This design comes from an exercise in tuning for small area on the open sky130 flow, not from production work.
The RTL was checked by simulation tests, not by an equivalence proof against the original design.
Power figures rest on the tool's default switching activity, not on a simulated workload.

== the previous run ==
==> flow/design.v <==
package ipdc_pkg;
	localparam int CHAN_W = 8;
	localparam int PIX_W  = 3 * CHAN_W;
	localparam int ADDR_W = 6;
	typedef logic [CHAN_W-1:0] chan_t;
	typedef logic [PIX_W-1:0]  pixel_t;
	typedef logic [ADDR_W-1:0] pix_addr_t;
	typedef enum logic [2:0] {
		OP_LOAD        = 3'd0,
		OP_SHIFT_RIGHT = 3'd1,
		OP_SHIFT_DOWN  = 3'd2,
		OP_DEFAULT     = 3'd3,
		OP_ZOOM        = 3'd4,
		OP_FILTER      = 3'd5,
		OP_YCBCR       = 3'd6,
		OP_RGB         = 3'd7
	} op_mode_t;
	typedef struct packed {
		logic      valid;
		pix_addr_t addr;
		logic      ycbcr;
	} rd_req_t;
	typedef struct packed {
		logic   valid;
		pixel_t pixel;
		logic   ycbcr;
	} pix_beat_t;
	localparam pix_addr_t ZOOM_ORIGIN = 6'd18;
endpackage
module image_buffer (
	input  logic             i_clk,
	input  logic             i_rot,
	input  logic             i_ins,
	input  ipdc_pkg::pixel_t i_data,
	input  logic             i_rd_en,
	input  logic [4:0]       i_tap,
	output ipdc_pkg::pixel_t o_pixel
);
	ipdc_pkg::pixel_t ring [64];
	always_ff @(posedge i_clk) begin
		if (i_rot) begin
			for (int i = 0; i < 63; i++)
				ring[i] <= ring[i+1];
			ring[63] <= i_ins ? i_data : ring[0];
		end
	end
	logic [31:0] sel;
	always_comb begin
		for (int j = 0; j < 32; j++)
			sel[j] = i_rd_en && (i_tap == 5'(j));
	end
	genvar bi, gi;
	generate
		for (bi = 0; bi < ipdc_pkg::PIX_W; bi++) begin : g_bit
			logic [31:0] col;
			logic [10:0] part;
			for (gi = 0; gi < 32; gi++) begin : g_col
				assign col[gi] = ring[2*gi][bi];
			end
			for (gi = 0; gi < 10; gi++) begin : g_grp
				sel_aoi3 u_aoi (
					.i_a (col[3*gi +: 3]),
					.i_s (sel[3*gi +: 3]),
					.o_y (part[gi])
				);
			end
			sel_aoi2 u_aoi_last (
				.i_a (col[31:30]),
				.i_s (sel[31:30]),
				.o_y (part[10])
			);
			assign o_pixel[bi] = ~&part;
		end
	endgenerate
endmodule
module sel_aoi3 (
	input  logic [2:0] i_a,
	input  logic [2:0] i_s,
	output logic       o_y
);
	assign o_y = ~|(i_a & i_s);
endmodule
module sel_aoi2 (
	input  logic [1:0] i_a,
	input  logic [1:0] i_s,
	output logic       o_y
);
	assign o_y = ~|(i_a & i_s);
endmodule
module pixel_formatter (
	input  logic             i_ycbcr,
	input  ipdc_pkg::pixel_t i_pixel,
	output ipdc_pkg::pixel_t o_pixel
);
	ipdc_pkg::pixel_t pix;
	ipdc_pkg::chan_t  r, g, b;
	logic [12:0]      y_sum, cb_sum, cr_sum;
	ipdc_pkg::chan_t  y, cb, cr;
	assign pix = i_pixel;
	assign r = pix[7:0];
	assign g = pix[15:8];
	assign b = pix[23:16];
	function automatic logic [25:0] csa(input logic [12:0] a, input logic [12:0] b,
		input logic [12:0] c);
		logic [12:0] s, k;
		s   = a ^ b ^ c;
		k   = (a & b) | (a & c) | (b & c);
		csa = {k[11:0], 1'b0, s};
	endfunction
	function automatic logic [12:0] rca(input logic [12:0] a, input logic [12:0] b);
		logic        c;
		logic [12:0] s;
		c = 1'b0;
		for (int i = 0; i < 13; i++) begin
			s[i] = a[i] ^ b[i] ^ c;
			c    = (a[i] & b[i]) | (a[i] & c) | (b[i] & c);
		end
		rca = s;
	endfunction
	logic [25:0] y_cs1, y_cs2, cb_cs1, cb_cs2, cr_cs1, cr_cs2, cr_cs3;
	assign y_cs1  = csa({4'b0, r, 1'b0}, {3'b0, g, 2'b0}, {5'b0, g});
	assign y_cs2  = csa(y_cs1[12:0], y_cs1[25:13], 13'd4);
	assign y_sum  = rca(y_cs2[12:0], y_cs2[25:13]);
	assign cb_cs1 = csa({3'b0, b, 2'b0}, {5'b0, ~r}, {4'b0, ~g, 1'b0});
	assign cb_cs2 = csa(cb_cs1[12:0], cb_cs1[25:13], 13'd263);
	assign cb_sum = rca(cb_cs2[12:0], cb_cs2[25:13]);
	assign cr_cs1 = csa({3'b0, r, 2'b0}, {4'b0, ~g, 1'b0}, {5'b0, ~g});
	assign cr_cs2 = csa(cr_cs1[12:0], cr_cs1[25:13], {5'b0, ~b});
	assign cr_cs3 = csa(cr_cs2[12:0], cr_cs2[25:13], 13'd8);
	assign cr_sum = cr_cs3[12:0] + cr_cs3[25:13];
	assign y  = y_sum[10:3];
	assign cb = cb_sum[11] ? 8'hff : cb_sum[10:3];
	assign cr = cr_sum[11] ? 8'hff : cr_sum[10:3];
	assign o_pixel = i_ycbcr ? {cr, cb, y} : pix;
endmodule
module ipdc_ctrl #(
	parameter int IMG_SIDE = 8,
	parameter int WIN_SIDE = 4
) (
	input  logic               i_clk,
	input  logic               i_rst_n,
	input  logic               i_op_valid,
	input  ipdc_pkg::op_mode_t i_op_mode,
	input  logic               i_in_valid,
	output logic               o_in_ready,
	output logic               o_rot,
	output logic               o_ins,
	output logic [4:0]         o_tap,
	output logic               o_loaded,
	output logic               o_rd_act,
	output logic               o_rd_ycc
);
	localparam int COL_W = $clog2(IMG_SIDE);
	localparam int EDGE  = IMG_SIDE - WIN_SIDE;
	typedef enum logic [1:0] {
		IDLE,
		LOAD,
		SHOW
	} state_t;
	state_t              state;
	logic [3:0]          win_cnt;
	ipdc_pkg::pix_addr_t origin;
	logic                ycbcr_mode;
	ipdc_pkg::pix_addr_t ring_pos;
	ipdc_pkg::pix_addr_t rd_off;
	logic                op_acc;
	logic                align;
	logic [COL_W-1:0]    org_col;
	logic [ipdc_pkg::ADDR_W-COL_W-1:0] org_row;
	assign o_in_ready = (state != SHOW);
	assign op_acc     = (state == IDLE) && i_op_valid;
	assign o_ins      = (state == LOAD) && i_in_valid;
	assign org_col = origin[COL_W-1:0];
	assign org_row = origin[ipdc_pkg::ADDR_W-1:COL_W];
	assign align = origin[0] ^ ring_pos[0];
	assign o_rot = (state == LOAD) ? o_ins : (o_rd_act | align);
	assign rd_off = origin - ring_pos;
	always_ff @(posedge i_clk) begin
		if (state == SHOW && !o_rd_act) begin
			o_tap    <= rd_off[5:1];
			o_rd_ycc <= ycbcr_mode;
		end else if (o_rd_act && win_cnt[1:0] == 2'd0) begin
			o_tap <= o_tap + 5'd2;
		end
	end
	always_ff @(posedge i_clk or negedge i_rst_n) begin
		if (!i_rst_n) begin
			state      <= IDLE;
			win_cnt    <= '0;
			origin     <= '0;
			ycbcr_mode <= 1'b0;
			ring_pos   <= '0;
			o_loaded   <= 1'b0;
			o_rd_act   <= 1'b0;
		end else begin
			if (op_acc && i_op_mode == ipdc_pkg::OP_LOAD)
				ring_pos <= '0;
			else
				ring_pos <= ring_pos + ipdc_pkg::pix_addr_t'(o_rot);
			o_rd_act <= (state == SHOW);
			case (state)
				IDLE: begin
					if (op_acc) begin
						case (i_op_mode)
							ipdc_pkg::OP_LOAD: state <= LOAD;
							ipdc_pkg::OP_SHIFT_RIGHT: begin
								if (int'(org_col) < EDGE)
									origin <= origin + 1'b1;
								state <= SHOW;
							end
							ipdc_pkg::OP_SHIFT_DOWN: begin
								if (int'(org_row) < EDGE)
									origin <= origin + ipdc_pkg::pix_addr_t'(IMG_SIDE);
								state <= SHOW;
							end
							ipdc_pkg::OP_DEFAULT: begin
								origin <= '0;
								state  <= SHOW;
							end
							ipdc_pkg::OP_ZOOM: begin
								origin <= ipdc_pkg::ZOOM_ORIGIN;
								state  <= SHOW;
							end
							ipdc_pkg::OP_FILTER: state <= IDLE;
							ipdc_pkg::OP_YCBCR: begin
								ycbcr_mode <= 1'b1;
								state      <= SHOW;
							end
							ipdc_pkg::OP_RGB: begin
								ycbcr_mode <= 1'b0;
								state      <= SHOW;
							end
						endcase
					end
				end
				LOAD: begin
					if (o_ins && &ring_pos) begin
						o_loaded <= 1'b1;
						state    <= IDLE;
					end
				end
				SHOW: begin
					win_cnt <= win_cnt + 1'b1;
					if (&win_cnt)
						state <= IDLE;
				end
				default: state <= IDLE;
			endcase
		end
	end
endmodule
module ipdc_top #(
	parameter int IMG_SIDE = 8,
	parameter int WIN_SIDE = 4
) (
	input  logic               i_clk,
	input  logic               i_rst_n,
	input  logic               i_op_valid,
	input  ipdc_pkg::op_mode_t i_op_mode,
	input  logic               i_in_valid,
	input  ipdc_pkg::pixel_t   i_in_data,
	output logic               o_in_ready,
	output logic               o_out_valid,
	output ipdc_pkg::pixel_t   o_out_data
);
	logic             rot;
	logic             ins;
	logic [4:0]       tap;
	logic             loaded;
	logic             rd_act;
	logic             rd_ycc;
	ipdc_pkg::pixel_t rd_pix;
	ipdc_ctrl #(
		.IMG_SIDE(IMG_SIDE),
		.WIN_SIDE(WIN_SIDE)
	) u_ctrl (
		.i_clk      (i_clk),
		.i_rst_n    (i_rst_n),
		.i_op_valid (i_op_valid),
		.i_op_mode  (i_op_mode),
		.i_in_valid (i_in_valid),
		.o_in_ready (o_in_ready),
		.o_rot      (rot),
		.o_ins      (ins),
		.o_tap      (tap),
		.o_loaded   (loaded),
		.o_rd_act   (rd_act),
		.o_rd_ycc   (rd_ycc)
	);
	image_buffer u_buf (
		.i_clk   (i_clk),
		.i_rot   (rot),
		.i_ins   (ins),
		.i_data  (i_in_data),
		.i_rd_en (loaded),
		.i_tap   (tap),
		.o_pixel (rd_pix)
	);
	logic             bt_valid;
	ipdc_pkg::pixel_t bt_pix;
	ipdc_pkg::pixel_t fmt_pix;
	always_ff @(posedge i_clk or negedge i_rst_n) begin
		if (!i_rst_n)
			bt_valid <= 1'b0;
		else
			bt_valid <= rd_act;
	end
	always_ff @(posedge i_clk)
		bt_pix <= rd_pix;
	pixel_formatter u_fmt (
		.i_ycbcr (rd_ycc),
		.i_pixel (bt_pix),
		.o_pixel (fmt_pix)
	);
	always_ff @(posedge i_clk or negedge i_rst_n) begin
		if (!i_rst_n) begin
			o_out_valid <= 1'b0;
			o_out_data  <= '0;
		end else begin
			o_out_valid <= bt_valid;
			o_out_data  <= bt_valid ? fmt_pix : '0;
		end
	end
endmodule
==> flow/config.mk <==
export PLATFORM = sky130hd
export DESIGN_NAME = ipdc_top
export DESIGN_NICKNAME = ipdc_top
export VERILOG_FILES = /design/flow/design.v
export SDC_FILE = /design/flow/constraint.sdc
export NUM_CORES = 4
export LEC_CHECK = 0
export CAP_MARGIN = 20
export CORE_MARGIN = 2
export CORE_UTILIZATION = 40
export CTS_CLUSTER_DIAMETER = 80
export CTS_CLUSTER_SIZE = 25
export SLEW_MARGIN = 20
export SYNTH_HIERARCHICAL = 1
export SYNTH_MINIMUM_KEEP_SIZE = 0
==> flow/constraint.sdc <==
create_clock -name core_clock -period 6.0 [get_ports {i_clk}]
set_input_delay 1.2000 -clock core_clock [delete_from_list [all_inputs] [get_ports {i_clk}]]
set_output_delay 1.2000 -clock core_clock [all_outputs]
set_load 0.01 [all_outputs]
run.sh (not shown) runs the stock make flow with config.mk's settings and CLKGATE_MAP_FILE= SYNTH_SCRIPT=/design/flow/synth_recipe.tcl, a recipe that flattens the netlist after the stock synthesis.
Looking at the reports, the previous run completed the entire flow and the layout it produced met the timing, design-rule and antenna checks.
Input changes introduced in the current run (baseline for comparison: the previous run):
--- a/flow/design.v
+++ b/flow/design.v
@@ -41,55 +41,48 @@
 		if (i_rot) begin
 			for (int i = 0; i < 63; i++)
 				ring[i] <= ring[i+1];
 			ring[63] <= i_ins ? i_data : ring[0];
 		end
 	end
-	logic [31:0] sel;
+	localparam int NGRP = 11;
+	logic [3*NGRP-1:0] sel;
 	always_comb begin
-		for (int j = 0; j < 32; j++)
-			sel[j] = i_rd_en && (i_tap == 5'(j));
+		for (int j = 0; j < 3 * NGRP; j++)
+			sel[j] = i_rd_en && (j < 32) && (i_tap == 5'(j));
 	end
 	genvar bi, gi;
 	generate
 		for (bi = 0; bi < ipdc_pkg::PIX_W; bi++) begin : g_bit
-			logic [31:0] col;
-			logic [10:0] part;
-			for (gi = 0; gi < 32; gi++) begin : g_col
-				assign col[gi] = ring[2*gi][bi];
+			logic [3*NGRP-1:0] col;
+			logic [NGRP-1:0]   part;
+			for (gi = 0; gi < 3 * NGRP; gi++) begin : g_col
+				if (gi < 32) begin : g_tap
+					assign col[gi] = ring[2*gi][bi];
+				end else begin : g_pad
+					assign col[gi] = 1'b0;
+				end
 			end
-			for (gi = 0; gi < 10; gi++) begin : g_grp
+			for (gi = 0; gi < NGRP; gi++) begin : g_grp
 				sel_aoi3 u_aoi (
 					.i_a (col[3*gi +: 3]),
 					.i_s (sel[3*gi +: 3]),
 					.o_y (part[gi])
 				);
 			end
-			sel_aoi2 u_aoi_last (
-				.i_a (col[31:30]),
-				.i_s (sel[31:30]),
-				.o_y (part[10])
-			);
 			assign o_pixel[bi] = ~&part;
 		end
 	endgenerate
 endmodule
 module sel_aoi3 (
 	input  logic [2:0] i_a,
 	input  logic [2:0] i_s,
 	output logic       o_y
 );
 	assign o_y = ~|(i_a & i_s);
 endmodule
-module sel_aoi2 (
-	input  logic [1:0] i_a,
-	input  logic [1:0] i_s,
-	output logic       o_y
-);
-	assign o_y = ~|(i_a & i_s);
-endmodule
 module pixel_formatter (
 	input  logic             i_ycbcr,
 	input  ipdc_pkg::pixel_t i_pixel,
 	output ipdc_pkg::pixel_t o_pixel
 );
 	ipdc_pkg::pixel_t pix;
@@ -124,13 +117,13 @@
 	assign cb_cs1 = csa({3'b0, b, 2'b0}, {5'b0, ~r}, {4'b0, ~g, 1'b0});
 	assign cb_cs2 = csa(cb_cs1[12:0], cb_cs1[25:13], 13'd263);
 	assign cb_sum = rca(cb_cs2[12:0], cb_cs2[25:13]);
 	assign cr_cs1 = csa({3'b0, r, 2'b0}, {4'b0, ~g, 1'b0}, {5'b0, ~g});
 	assign cr_cs2 = csa(cr_cs1[12:0], cr_cs1[25:13], {5'b0, ~b});
 	assign cr_cs3 = csa(cr_cs2[12:0], cr_cs2[25:13], 13'd8);
-	assign cr_sum = cr_cs3[12:0] + cr_cs3[25:13];
+	assign cr_sum = rca(cr_cs3[12:0], cr_cs3[25:13]);
 	assign y  = y_sum[10:3];
 	assign cb = cb_sum[11] ? 8'hff : cb_sum[10:3];
 	assign cr = cr_sum[11] ? 8'hff : cr_sum[10:3];
 	assign o_pixel = i_ycbcr ? {cr, cb, y} : pix;
 endmodule
 module ipdc_ctrl #(
@@ -159,12 +152,13 @@
 	} state_t;
 	state_t              state;
 	logic [3:0]          win_cnt;
 	ipdc_pkg::pix_addr_t origin;
 	logic                ycbcr_mode;
 	ipdc_pkg::pix_addr_t ring_pos;
+	logic [1:0]          rd_col;
 	ipdc_pkg::pix_addr_t rd_off;
 	logic                op_acc;
 	logic                align;
 	logic [COL_W-1:0]    org_col;
 	logic [ipdc_pkg::ADDR_W-COL_W-1:0] org_row;
 	assign o_in_ready = (state != SHOW);
@@ -172,38 +166,43 @@
 	assign o_ins      = (state == LOAD) && i_in_valid;
 	assign org_col = origin[COL_W-1:0];
 	assign org_row = origin[ipdc_pkg::ADDR_W-1:COL_W];
 	assign align = origin[0] ^ ring_pos[0];
 	assign o_rot = (state == LOAD) ? o_ins : (o_rd_act | align);
 	assign rd_off = origin - ring_pos;
-	always_ff @(posedge i_clk) begin
-		if (state == SHOW && !o_rd_act) begin
-			o_tap    <= rd_off[5:1];
-			o_rd_ycc <= ycbcr_mode;
-		end else if (o_rd_act && win_cnt[1:0] == 2'd0) begin
-			o_tap <= o_tap + 5'd2;
-		end
-	end
 	always_ff @(posedge i_clk or negedge i_rst_n) begin
 		if (!i_rst_n) begin
 			state      <= IDLE;
 			win_cnt    <= '0;
 			origin     <= '0;
 			ycbcr_mode <= 1'b0;
 			ring_pos   <= '0;
 			o_loaded   <= 1'b0;
 			o_rd_act   <= 1'b0;
+			rd_col     <= '0;
+			o_tap      <= '0;
+			o_rd_ycc   <= 1'b0;
 		end else begin
-			if (op_acc && i_op_mode == ipdc_pkg::OP_LOAD)
+			if (state == LOAD)
+				ring_pos <= ring_pos + ipdc_pkg::pix_addr_t'(o_ins);
+			else if (op_acc && i_op_mode == ipdc_pkg::OP_LOAD)
 				ring_pos <= '0;
 			else
 				ring_pos <= ring_pos + ipdc_pkg::pix_addr_t'(o_rot);
 			o_rd_act <= (state == SHOW);
+			if (state == SHOW && !o_rd_act) begin
+				o_tap    <= rd_off[5:1];
+				o_rd_ycc <= ycbcr_mode;
+			end else if (o_rd_act && &rd_col) begin
+				o_tap <= o_tap + 5'd2;
+			end
+			rd_col <= o_rd_act ? rd_col + 2'd1 : 2'd0;
 			case (state)
 				IDLE: begin
 					if (op_acc) begin
+						win_cnt <= '0;
 						case (i_op_mode)
 							ipdc_pkg::OP_LOAD: state <= LOAD;
 							ipdc_pkg::OP_SHIFT_RIGHT: begin
 								if (int'(org_col) < EDGE)
 									origin <= origin + 1'b1;
 								state <= SHOW;
--- outcome ---
- The current run ran to completion and came out clean on the timing, design-rule and antenna checks.
- Of the current run and the previous run, the previous run shows the lower share of the cycle needed by the critical path after routing, with the current run above it.
- Worst setup slack: the current run lower than the previous run
- Count of multi-input gates, the current run vs the previous run: up by a few percent
- The current run vs. the previous run: total power was more or less identical; synthesized cell count up about 0.45%; hold slack grew by 0.0078 ns.
- The previous run → the current run: fraction of the core area covered by cells at the end of the flow stayed essentially flat, cell area increased 210 µm², async set or reset register ratio after synthesis +0.49 points, final critical path time including I/O delays and setup saw an increase, standard cell area after detailed placement roughly the same.
- Between the current run and the previous run, the die footprint figures differ only marginally.

-- afterwards: timing with drivers on the ports --
How much do the figures lean on ideal ports? The routed layouts below were timed once more, with nothing changed but the port constraints.
Step 1 (the two cells are an assumption about what drives the block):
set clk [get_ports {i_clk}]
set_driving_cell -lib_cell sky130_fd_sc_hd__clkbuf_16 $clk
set_driving_cell -lib_cell sky130_fd_sc_hd__buf_2 [delete_from_list [all_inputs] $clk]
Step 2 moves the port delays by t, midway between the first and last clock arrival at a register: inputs arrive t later, outputs are due t later. That takes back most of the time a late clock gives input paths.
Slacks: ideal ports / drivers / drivers and shift; pairs: ideal ports / drivers.
run	t (ns)	setup slack, ns	hold slack, ns	clock arrival spread, ns	slew at the worst register clock pin (ns)
the previous run	0.735	0.783 / 0.783 / 0.783	0.406 / 0.406 / 0.406	0.035 / 0.034	0.10 / 0.10
the current run	0.735	0.308 / 0.308 / 0.308	0.414 / 0.414 / 0.414	0.046 / 0.046	0.10 / 0.10
After both steps setup and hold are still met in every run listed.
